Source: an optimization exercise on an open RTL-to-GDS flow (aim: small area). Production flows keep margins and buffers that such runs may drop.
The RTL was checked by simulation tests, not by an equivalence proof against the original design.
Power is estimated from default activity; no workload was simulated.

==> nickel <==
==> flow/design.v <==
package wb_trace_pkg;
  function automatic int unsigned clog2_min1(input int unsigned n);
    clog2_min1 = (n <= 1) ? 1 : $clog2(n);
  endfunction
  function automatic int unsigned entry_width(input int unsigned chw, input int unsigned adr_w,
                                              input int unsigned dat_w, input int unsigned ts_w);
    entry_width = chw + 1 + adr_w + dat_w + ts_w;
  endfunction
  localparam int unsigned TsOff = 0;
  function automatic int unsigned dat_off(input int unsigned ts_w);
    dat_off = TsOff + ts_w;
  endfunction
  function automatic int unsigned adr_off(input int unsigned ts_w, input int unsigned dat_w);
    adr_off = dat_off(ts_w) + dat_w;
  endfunction
  function automatic int unsigned we_off(input int unsigned ts_w, input int unsigned dat_w,
                                         input int unsigned adr_w);
    we_off = adr_off(ts_w, dat_w) + adr_w;
  endfunction
  function automatic int unsigned ch_off(input int unsigned ts_w, input int unsigned dat_w,
                                         input int unsigned adr_w);
    ch_off = we_off(ts_w, dat_w, adr_w) + 1;
  endfunction
endpackage
module wb_trace_fifo #(
  parameter int unsigned WIDTH = 8,
  parameter int unsigned DEPTH = 16
) (
  input  logic                     clk,
  input  logic                     reset_n,
  input  logic                     clear,
  input  logic                     push,
  input  logic [WIDTH-1:0]         push_data,
  input  logic                     pop,
  output logic [WIDTH-1:0]         head,
  output logic [$clog2(DEPTH):0]   level,
  output logic                     full,
  output logic                     empty
);
  localparam int unsigned AW = $clog2(DEPTH);
  logic [WIDTH-1:0] mem_q [DEPTH];
  logic [AW:0]      level_q, level_d;
  logic [AW-1:0]    rd_idx;
  logic             do_push, do_pop;
  assign empty   = (level_q == '0);
  assign full    = level_q[AW];
  assign do_pop  = pop && !empty;
  assign do_push = push;
  assign rd_idx  = level_q[AW-1:0] - 1'b1;
  assign level   = level_q;
  always_comb begin
    head = '0;
    for (int i = 0; i < int'(DEPTH); i++)
      head = head | (mem_q[i] & {WIDTH{rd_idx == AW'(i)}});
  end
  always_comb begin
    level_d = level_q;
    if (clear) level_d = '0;
    else if (do_push && !do_pop) level_d = level_q + 1'b1;
    else if (!do_push && do_pop) level_d = level_q - 1'b1;
  end
  always_ff @(posedge clk or negedge reset_n) begin
    if (!reset_n) level_q <= '0;
    else          level_q <= level_d;
  end
  always_ff @(posedge clk) begin
    if (do_push) begin
      mem_q[0] <= push_data;
      for (int i = 1; i < int'(DEPTH); i++) mem_q[i] <= mem_q[i-1];
    end
  end
endmodule
module wb_trace_buffer #(
  parameter int unsigned N_CH  = 4,
  parameter int unsigned ADR_W = 32,
  parameter int unsigned DAT_W = 32,
  parameter int unsigned DEPTH = 32,
  parameter int unsigned TS_W  = 16,
  parameter int unsigned OVF_W = 16
) (
  input  logic                          clk,
  input  logic                          reset_n,
  input  logic                          enable,
  input  logic                          clear,
  input  logic [N_CH-1:0]               ch_ack,
  input  logic [N_CH-1:0]               ch_we,
  input  logic [N_CH*ADR_W-1:0]         ch_adr,
  input  logic [N_CH*DAT_W-1:0]         ch_dat_w,
  input  logic [N_CH*DAT_W-1:0]         ch_dat_r,
  output logic                          rd_valid,
  input  logic                          rd_ready,
  output logic [wb_trace_pkg::clog2_min1(N_CH)-1:0] rd_ch,
  output logic                          rd_we,
  output logic [ADR_W-1:0]              rd_adr,
  output logic [DAT_W-1:0]              rd_dat,
  output logic [TS_W-1:0]               rd_ts,
  output logic [$clog2(DEPTH):0]        level,
  output logic [OVF_W-1:0]              overflow_cnt
);
  localparam int unsigned CHW = wb_trace_pkg::clog2_min1(N_CH);
  localparam int unsigned SW  = 1 + ADR_W + DAT_W + TS_W;
  localparam int unsigned EW  = CHW + SW;
  logic [N_CH-1:0]  slot_vld_q, slot_vld_d;
  logic [SW-1:0]    slot_q [N_CH];
  logic [SW-1:0]    slot_d [N_CH];
  logic [N_CH-1:0]  slot_ld;
  logic [TS_W-1:0]  ts_q;
  logic [CHW-1:0]   rr_q;
  logic [OVF_W-1:0] ovf_q;
  logic [OVF_W:0]   ovf_sum;
  logic [CHW:0]     drops;
  logic             gnt_vld;
  logic [CHW-1:0]   gnt_idx;
  logic [CHW-1:0]   scan_idx;
  logic [N_CH-1:0]  gnt_oh;
  logic             push, pop, fifo_full, fifo_empty;
  logic [SW-1:0]    gnt_data;
  logic [EW-1:0]    head;
  always_comb begin
    gnt_vld  = 1'b0;
    gnt_idx  = '0;
    scan_idx = '0;
    for (int unsigned k = 1; k <= N_CH; k++) begin
      scan_idx = CHW'((32'(rr_q) + k) % N_CH);
      if (!gnt_vld && slot_vld_q[scan_idx]) begin
        gnt_vld = 1'b1;
        gnt_idx = scan_idx;
      end
    end
  end
  assign pop  = rd_valid && rd_ready && !clear;
  assign push = gnt_vld && (!fifo_full || pop) && !clear;
  always_comb begin
    gnt_data = '0;
    for (int i = 0; i < int'(N_CH); i++) begin
      gnt_oh[i] = push && (gnt_idx == CHW'(i));
      gnt_data  = gnt_data | (slot_q[i] & {SW{gnt_idx == CHW'(i)}});
    end
  end
  always_comb begin
    drops = '0;
    for (int i = 0; i < int'(N_CH); i++) begin
      slot_vld_d[i] = (slot_vld_q[i] && !gnt_oh[i]) || (enable && ch_ack[i]);
      if (enable && ch_ack[i] && slot_vld_q[i] && !gnt_oh[i]) drops = drops + (CHW + 1)'(1);
    end
    ovf_sum = {1'b0, ovf_q} + (OVF_W + 1)'(drops);
  end
  always_ff @(posedge clk or negedge reset_n) begin
    if (!reset_n) begin
      slot_vld_q <= '0;
      ts_q       <= '0;
      rr_q       <= CHW'(N_CH - 1);
      ovf_q      <= '0;
    end else begin
      if (push) rr_q <= gnt_idx;
      if (clear) begin
        slot_vld_q <= '0;
        ts_q       <= '0;
        ovf_q      <= '0;
      end else begin
        slot_vld_q <= slot_vld_d;
        ts_q       <= ts_q + 1'b1;
        ovf_q      <= ovf_sum[OVF_W] ? '1 : ovf_sum[OVF_W-1:0];
      end
    end
  end
  always_comb begin
    for (int i = 0; i < int'(N_CH); i++) begin
      slot_ld[i] = !slot_vld_q[i] || gnt_oh[i];
      slot_d[i]  = ({SW{!slot_ld[i]}} & slot_q[i])
                 | ({SW{slot_ld[i]}} & {ch_we[i], ch_adr[i*ADR_W +: ADR_W],
                                        {DAT_W{ch_we[i]}} & ch_dat_w[i*DAT_W +: DAT_W],
                                        ts_q})
                 | ({SW{slot_ld[i] && !ch_we[i]}} &
                    {1'b0, {ADR_W{1'b0}}, ch_dat_r[i*DAT_W +: DAT_W], {TS_W{1'b0}}});
    end
  end
  always_ff @(posedge clk) begin
    for (int i = 0; i < int'(N_CH); i++) slot_q[i] <= slot_d[i];
  end
  wb_trace_fifo #(
    .WIDTH (EW),
    .DEPTH (DEPTH)
  ) u_fifo (
    .clk       (clk),
    .reset_n   (reset_n),
    .clear     (clear),
    .push      (push),
    .push_data ({gnt_idx, gnt_data}),
    .pop       (pop),
    .head      (head),
    .level     (level),
    .full      (fifo_full),
    .empty     (fifo_empty)
  );
  assign rd_valid     = !fifo_empty;
  assign {rd_ch, rd_we, rd_adr, rd_dat, rd_ts} = head;
  assign overflow_cnt = ovf_q;
endmodule
==> flow/flow/run.sh <==
#!/bin/bash
# Standard layout (the standard.sh) with two changes: the ports get the smallest
# buffer, and the clock tree uses clkbuf_8 sink clusters without dummy loads.
set -o pipefail
export BUFFER_PORTS_ARGS="-buffer_cell sky130_fd_sc_hd__buf_1"
export CTS_ARGS="-sink_clustering_enable -repair_clock_nets -dont_use_dummy_load -buf_list sky130_fd_sc_hd__clkbuf_8 -sink_clustering_size 15 -sink_clustering_max_diameter 60"
bash standard.sh > standard.log 2>&1
==> flow/standard.sh <==
#!/bin/bash
# synth_recipe.tcl (not shown) runs the flow's synth.tcl, then flattens the netlist and writes it again
# the make line also repeats each setting of config.mk as NAME=value (left out here)
make -C /OpenROAD-flow-scripts/flow DESIGN_CONFIG=/design/flow/config.mk WORK_HOME=/design/flow/orfs CLKGATE_MAP_FILE= SYNTH_SCRIPT=/design/flow/synth_recipe.tcl "${@:-finish}"
==> flow/config.mk <==
export PLATFORM = sky130hd
export DESIGN_NAME = wb_trace_buffer
export DESIGN_NICKNAME = wb_trace_buffer
export VERILOG_FILES = /design/flow/design.v
export SDC_FILE = /design/flow/constraint.sdc
export NUM_CORES = 4
export LEC_CHECK = 0
export CAP_MARGIN = 20
export CORE_MARGIN = 2
export CORE_UTILIZATION = 40
export SLEW_MARGIN = 20
==> flow/constraint.sdc <==
create_clock -name core_clock -period 8.0 [get_ports {clk}]
set_input_delay 1.6000 -clock core_clock [delete_from_list [all_inputs] [get_ports {clk}]]
set_output_delay 1.6000 -clock core_clock [all_outputs]
set_load 0.01 [all_outputs]
==> juniper (differences from nickel) <==
--- a/flow/design.v
+++ b/flow/design.v
@@ -40,6 +40,7 @@
   localparam int unsigned AW = $clog2(DEPTH);
   logic [WIDTH-1:0] mem_q [DEPTH];
+  logic [WIDTH-1:0] mem_d [DEPTH];
+  logic [DEPTH-1:0] keep;
   logic [AW:0]      level_q, level_d;
-  logic [AW-1:0]    rd_idx;
   logic             do_push, do_pop;
   assign empty   = (level_q == '0);
@@ -47,10 +48,9 @@
   assign do_pop  = pop && !empty;
   assign do_push = push;
-  assign rd_idx  = level_q[AW-1:0] - 1'b1;
   assign level   = level_q;
   always_comb begin
     head = '0;
     for (int i = 0; i < int'(DEPTH); i++)
-      head = head | (mem_q[i] & {WIDTH{rd_idx == AW'(i)}});
+      head = head | (mem_q[i] & {WIDTH{level_q[AW-1:0] == AW'(i + 1)}});
   end
   always_comb begin
@@ -64,9 +64,13 @@
     else          level_q <= level_d;
   end
+  always_comb begin
+    for (int i = 0; i < int'(DEPTH); i++) begin
+      keep[i]  = !do_push && ((AW + 1)'(i) < level_q);
+      mem_d[i] = ({WIDTH{keep[i]}} & mem_q[i])
+               | ({WIDTH{do_push}} & (i == 0 ? push_data : mem_q[(i + DEPTH - 1) % DEPTH]));
+    end
+  end
   always_ff @(posedge clk) begin
-    if (do_push) begin
-      mem_q[0] <= push_data;
-      for (int i = 1; i < int'(DEPTH); i++) mem_q[i] <= mem_q[i-1];
-    end
+    for (int i = 0; i < int'(DEPTH); i++) mem_q[i] <= mem_d[i];
   end
 endmodule
@@ -104,5 +108,5 @@
   logic [SW-1:0]    slot_q [N_CH];
   logic [SW-1:0]    slot_d [N_CH];
-  logic [N_CH-1:0]  slot_ld;
+  logic [N_CH-1:0]  slot_ld, slot_keep;
   logic [TS_W-1:0]  ts_q;
   logic [CHW-1:0]   rr_q;
@@ -167,6 +171,7 @@
   always_comb begin
     for (int i = 0; i < int'(N_CH); i++) begin
-      slot_ld[i] = !slot_vld_q[i] || gnt_oh[i];
-      slot_d[i]  = ({SW{!slot_ld[i]}} & slot_q[i])
+      slot_ld[i]   = enable && ch_ack[i] && (!slot_vld_q[i] || gnt_oh[i]);
+      slot_keep[i] = slot_vld_q[i] && !gnt_oh[i];
+      slot_d[i]  = ({SW{slot_keep[i]}} & slot_q[i])
                  | ({SW{slot_ld[i]}} & {ch_we[i], ch_adr[i*ADR_W +: ADR_W],
                                         {DAT_W{ch_we[i]}} & ch_dat_w[i*DAT_W +: DAT_W],
==> flow/flow/run.sh (replaced) <==
#!/bin/bash
# The standard layout (standard.sh) with three changes:
#  - synthesis maps the logic with an area-oriented ABC script (flow/area.abc); the
#    flip-flops are mapped before ABC runs, so they are the standard synthesis's;
#  - the ports get the smallest buffer;
#  - the clock tree uses clkbuf_8 sink clusters without dummy loads.
set -o pipefail
W=$PWD
cat > "$W/flow_synth.tcl" <<EOT
proc abc {args} {
  set i [lsearch -exact \$args -script]
  if {\$i >= 0} { set args [lreplace \$args [expr {\$i + 1}] [expr {\$i + 1}] $W/flow/area.abc] }
  puts "abc with flow/area.abc: \$args"
  yosys abc {*}\$args
}
source $W/synth_recipe.tcl
EOT
export BUFFER_PORTS_ARGS="-buffer_cell sky130_fd_sc_hd__buf_1"
export CTS_ARGS="-sink_clustering_enable -repair_clock_nets -dont_use_dummy_load -buf_list sky130_fd_sc_hd__clkbuf_8 -sink_clustering_size 15 -sink_clustering_max_diameter 60"
bash standard.sh SYNTH_SCRIPT="$W/flow_synth.tcl" finish > standard.log 2>&1
==> flow/flow/area.abc (new file) <==
&get -n
&st
&dch
&nf -R 1000
&put
topo
stime -c
- CORE_UTILIZATION: 40 -> 55
==> run notes <==
nickel completed with no timing, DRC or antenna violations. juniper finished clean.
Between nickel and juniper, the lower sequential share of layout area is in juniper (gap 21 points).
Of nickel and juniper, juniper has the higher combinational power (gap about 50%, measured against juniper).
In juniper the setup slack is worse than in nickel, by 0.50 ns.
Between juniper and nickel, the lower cell count is in nickel (gap about 11%, measured against nickel).

==> what the ideal ports hide <==
How much do the figures lean on ideal ports? The routed layouts below were timed once more, with nothing changed but the port constraints.
Step 1 (the two cells are an assumption about what drives the block):
set clk [get_ports {clk}]
set_driving_cell -lib_cell sky130_fd_sc_hd__clkbuf_16 $clk
set_driving_cell -lib_cell sky130_fd_sc_hd__buf_2 [delete_from_list [all_inputs] $clk]
Step 2 adds t to the input delays and takes it off the output delays; t is the mean of the earliest and latest rising clock arrival at the registers after step 1. Input paths then give back, and output paths get back, about the clock's delay inside the block.
a / b / c = ideal / step 1 / step 2; a / b = the first two.
run | shift t [ns] | setup slack, ns | worst setup path after step 2 | worst slew at a driven data input, ns
nickel | 1.090 | 1.373 / 1.275 / 1.705 | input to register | 0.21
juniper | 1.115 | 0.869 / 0.776 / 1.280 | register to register | 0.14
After both steps every run listed still meets setup and hold.
